From an optimization exercise on the open Yosys and OpenROAD flow, aimed at small area, a short achievable clock period and few clock cycles per item; shortcuts taken in it are not production practice.
The RTL was checked by simulation tests, not by an equivalence proof against the original design.

==> flow/design.v (excerpt) <==
module bch_encoder_seq
#(
    parameter int BEAT_W = 128
) (
    input  logic              clk,
    input  logic              rst_n,
    input  logic              in_valid,
    output logic              in_ready,
    input  logic [BEAT_W-1:0] in_data,
    output logic              out_valid,
    input  logic              out_ready,
    output logic [CW_W-1:0]   out_codeword,
    output logic              busy
);
    logic [1:0]        cnt_q, cnt_d;      
    logic              pend_q, pend_d;    
    logic              inv_q, inv_d;      
    logic              rdy_q, busy_q;
    logic              in_fire, core_rdy, take;
    logic [BEAT_W-1:0] in_q, skid_q, m0_q, m1_q, m2_q, m3_q;
    logic [PAR_W-1:0]  rem_q, par_q, rem_d;
    assign in_fire  = in_valid & rdy_q;
    assign core_rdy = (cnt_q == 2'd0) | ~pend_q;
    assign take     = inv_q & core_rdy;
    bch_par_lfsr #(.BEAT_W(BEAT_W)) u_lfsr (
        .rem_i  (rem_q),
        .data_i (in_q),
        .rem_o  (rem_d)
    );
    assign cnt_d  = cnt_q + {1'b0, take};
    assign pend_d = (pend_q & ~out_ready) | (take & (cnt_q == 2'd3));
    assign inv_d  = in_fire | (inv_q & ~core_rdy);
    always_ff @(posedge clk or negedge rst_n) begin
        if (!rst_n) begin
            cnt_q  <= 2'd0;
            pend_q <= 1'b0;
            inv_q  <= 1'b0;
            rdy_q  <= 1'b0;
            busy_q <= 1'b0;
        end else begin
            cnt_q  <= cnt_d;
            pend_q <= pend_d;
            inv_q  <= inv_d;
            rdy_q  <= ~inv_d | (cnt_d == 2'd0) | ~pend_d;
            busy_q <= inv_d | (cnt_d != 2'd0) | pend_d;
        end
    end
    logic              in_en, skid_en, m0_en, m1_en, m2_en, m3_en, rem_en, rem_keep, par_en;
    logic [BEAT_W-1:0] in_nx, skid_nx, m0_nx, m1_nx, m2_nx, m3_nx;
    logic [PAR_W-1:0]  rem_nx, par_nx;
    assign in_en   = ~inv_q | core_rdy;
    assign skid_en = (cnt_q == 2'd0);
    assign m0_en   = ~pend_q;
    assign m1_en   = ~pend_q & (cnt_q == 2'd1);
    assign m2_en   = ~pend_q & (cnt_q == 2'd2);
    assign m3_en   = ~pend_q & (cnt_q == 2'd3);
  ...
For scale: roughly 2700 cells after synthesis, ~830 flip-flops, about 680 I/O pins.
Settings: LEC_CHECK=0, CAP_MARGIN=20, CORE_MARGIN=2, CORE_UTILIZATION=60, SLEW_MARGIN=20, SYNTH_HIERARCHICAL=1, SYNTH_MINIMUM_KEEP_SIZE=0, TNS_END_PERCENT=5; clock period 14.0 ns.
standard.sh (not shown) runs the stock make flow with config.mk's settings and CLKGATE_MAP_FILE= SYNTH_SCRIPT=/design/flow/synth_recipe.tcl, a recipe that flattens the netlist after the stock synthesis.
==> flow/flow/run.sh <==
#!/bin/bash
# Standard layout, with single-drive port buffers, a tighter setup target for repair and CTS options.
set -euo pipefail
export BUFFER_PORTS_ARGS="-buffer_cell sky130_fd_sc_hd__buf_1"
export SETUP_SLACK_MARGIN=10
export CTS_ARGS="-sink_clustering_enable -repair_clock_nets -dont_use_dummy_load -sink_clustering_size 25 -sink_clustering_max_diameter 100"
bash standard.sh > standard.log 2>&1
Testbench counts at the start, summed over its fixed seeds: cycles 2,064, items 512.
==> next run, changes <==
==> flow/flow/run.sh (replaced) <==
#!/bin/bash
# Standard layout, with single-drive port buffers, a tighter setup target for repair and CTS options.
set -euo pipefail
export BUFFER_PORTS_ARGS="-buffer_cell sky130_fd_sc_hd__buf_1"
export SETUP_SLACK_MARGIN=10
export CTS_ARGS="-sink_clustering_enable -repair_clock_nets -dont_use_dummy_load -sink_clustering_size 30 -sink_clustering_max_diameter 100"
bash standard.sh > standard.log 2>&1
- TNS_END_PERCENT: 5 -> unset
Worst setup slack is better by 0.17 ns.
Routed wire length fell by 0.33%.
Critical path depth is unchanged.
Utilization hardly moves.
Die area stays the same.
Count of clock-buffer cells in the layout falls by 6.


bch_encoder_seq, a different RTL version from the one above (not shown whole).
Size: ~2700 cells after synthesis, about 830 flip-flops, about 680 I/O pins, ~33000 um^2 of cells after synthesis.
==> flow/config.mk <==
export PLATFORM = sky130hd
export DESIGN_NAME = bch_encoder_seq
export DESIGN_NICKNAME = bch_encoder_seq
export VERILOG_FILES = /design/flow/design.v
export SDC_FILE = /design/flow/constraint.sdc
export NUM_CORES = 4
export LEC_CHECK = 0
export CAP_MARGIN = 20
export CORE_MARGIN = 2
export CORE_UTILIZATION = 60
export SLEW_MARGIN = 20
export SYNTH_HIERARCHICAL = 1
export SYNTH_MINIMUM_KEEP_SIZE = 0
==> flow/constraint.sdc <==
create_clock -name core_clock -period 14.0 [get_ports {clk}]
set_input_delay 2.8000 -clock core_clock [delete_from_list [all_inputs] [get_ports {clk}]]
set_output_delay 2.8000 -clock core_clock [all_outputs]
set_load 0.01 [all_outputs]
==> flow/flow/run.sh <==
#!/bin/bash
# Standard layout, with single-drive port buffers, a tighter setup target for repair and CTS options.
set -euo pipefail
export BUFFER_PORTS_ARGS="-buffer_cell sky130_fd_sc_hd__buf_1"
export SETUP_SLACK_MARGIN=10
export CTS_ARGS="-sink_clustering_enable -repair_clock_nets -dont_use_dummy_load"
bash standard.sh > standard.log 2>&1
Testbench counts at the start, summed over its fixed seeds: cycles 2,064, items 512.
Next try:
--- a/flow/flow/run.sh
+++ b/flow/flow/run.sh
@@ -6 +6 @@
-export CTS_ARGS="-sink_clustering_enable -repair_clock_nets -dont_use_dummy_load"
+export CTS_ARGS="-sink_clustering_enable -repair_clock_nets -dont_use_dummy_load -sink_clustering_size 30 -sink_clustering_max_diameter 100"
Outcome: Cell count falls by 1.1%. Wire length falls by 3.7%. Design area falls by 3.1%. Synthesized area stays the same.


bch_encoder_seq, a different RTL version from the one above (not shown whole).
Size in the first run: ~680 I/O pins, roughly 30000 um^2 of cells after synthesis.
==> flow/config.mk <==
export PLATFORM = sky130hd
export DESIGN_NAME = bch_encoder_seq
export DESIGN_NICKNAME = bch_encoder_seq
export VERILOG_FILES = /design/flow/design.v
export SDC_FILE = /design/flow/constraint.sdc
export NUM_CORES = 4
export LEC_CHECK = 0
export CAP_MARGIN = 20
export CORE_MARGIN = 2
export CORE_UTILIZATION = 40
export SLEW_MARGIN = 20
==> flow/constraint.sdc <==
create_clock -name core_clock -period 14.0 [get_ports {clk}]
set_input_delay 2.8000 -clock core_clock [delete_from_list [all_inputs] [get_ports {clk}]]
set_output_delay 2.8000 -clock core_clock [all_outputs]
set_load 0.01 [all_outputs]
==> flow/flow/run.sh <==
#!/bin/bash
# Standard layout, with single-drive port buffers and a tighter setup target for repair.
set -euo pipefail
export BUFFER_PORTS_ARGS="-buffer_cell sky130_fd_sc_hd__buf_1"
export SETUP_SLACK_MARGIN=0
bash standard.sh > standard.log 2>&1
Testbench counts at the start, summed over its fixed seeds: cycles 2,056, items 512.
Next try:
==> flow/run.sh (new file) <==
#!/bin/bash
# synth_recipe.tcl (not shown) runs the flow's synth.tcl, then flattens the netlist and writes it again
# the make line also repeats each setting of config.mk as NAME=value (left out here)
make -C /OpenROAD-flow-scripts/flow DESIGN_CONFIG=/design/flow/config.mk WORK_HOME=/design/flow/orfs CLKGATE_MAP_FILE= SYNTH_SCRIPT=/design/flow/synth_recipe.tcl finish
removed: flow/flow/run.sh
removed: flow/standard.sh
Result: The changed run passed the timing, DRC and antenna checks; register-to-register slack loses 290 ps; via count barely changes; hold slack barely changes; sequential share of layout area drops by 6.0 points; worst setup slack loses 690 ps.

==> what the ideal ports hide <==
Ports are ideal in the flow. The routed layouts listed here were re-timed in OpenROAD. Step 1 (the two cells are an assumption about what drives the block):
set clk [get_ports {clk}]
set_driving_cell -lib_cell sky130_fd_sc_hd__clkbuf_16 $clk
set_driving_cell -lib_cell sky130_fd_sc_hd__buf_2 [delete_from_list [all_inputs] $clk]
Step 2, shift: input delay + t, output delay - t, t = (earliest + latest rising clock arrival at the registers) / 2. This alone moves slack from input paths to output paths. a / b / c = ideal ports / drivers / drivers and shift; a / b = the first two.
| run | t (ns) | slack for setup (ns) | slew at the worst register clock pin (ns) |
|---|---|---|---|
| the first run of note 1 | 0.648 | 9.804 / 9.804 / 9.804 | 0.10 / 0.10 |
| the second run of note 1 | 0.633 | 9.977 / 9.929 / 9.977 | 0.12 / 0.12 |
| the first run of note 2 | 0.670 | 9.945 / 9.879 / 9.956 | 0.07 / 0.07 |
| the second run of note 2 | 0.636 | 9.920 / 9.896 / 9.920 | 0.11 / 0.11 |
| the first run of note 3 | 0.693 | 8.397 / 8.436 / 7.743 | 0.07 / 0.07 |
| the second run of note 3 | 0.689 | 7.706 / 7.741 / 7.053 | 0.07 / 0.07 |
After both steps every run listed still meets setup and hold. The setup slack of the first run of note 3, which loses most, moves by +0.039 ns with the drivers and by -0.654 ns with both steps.
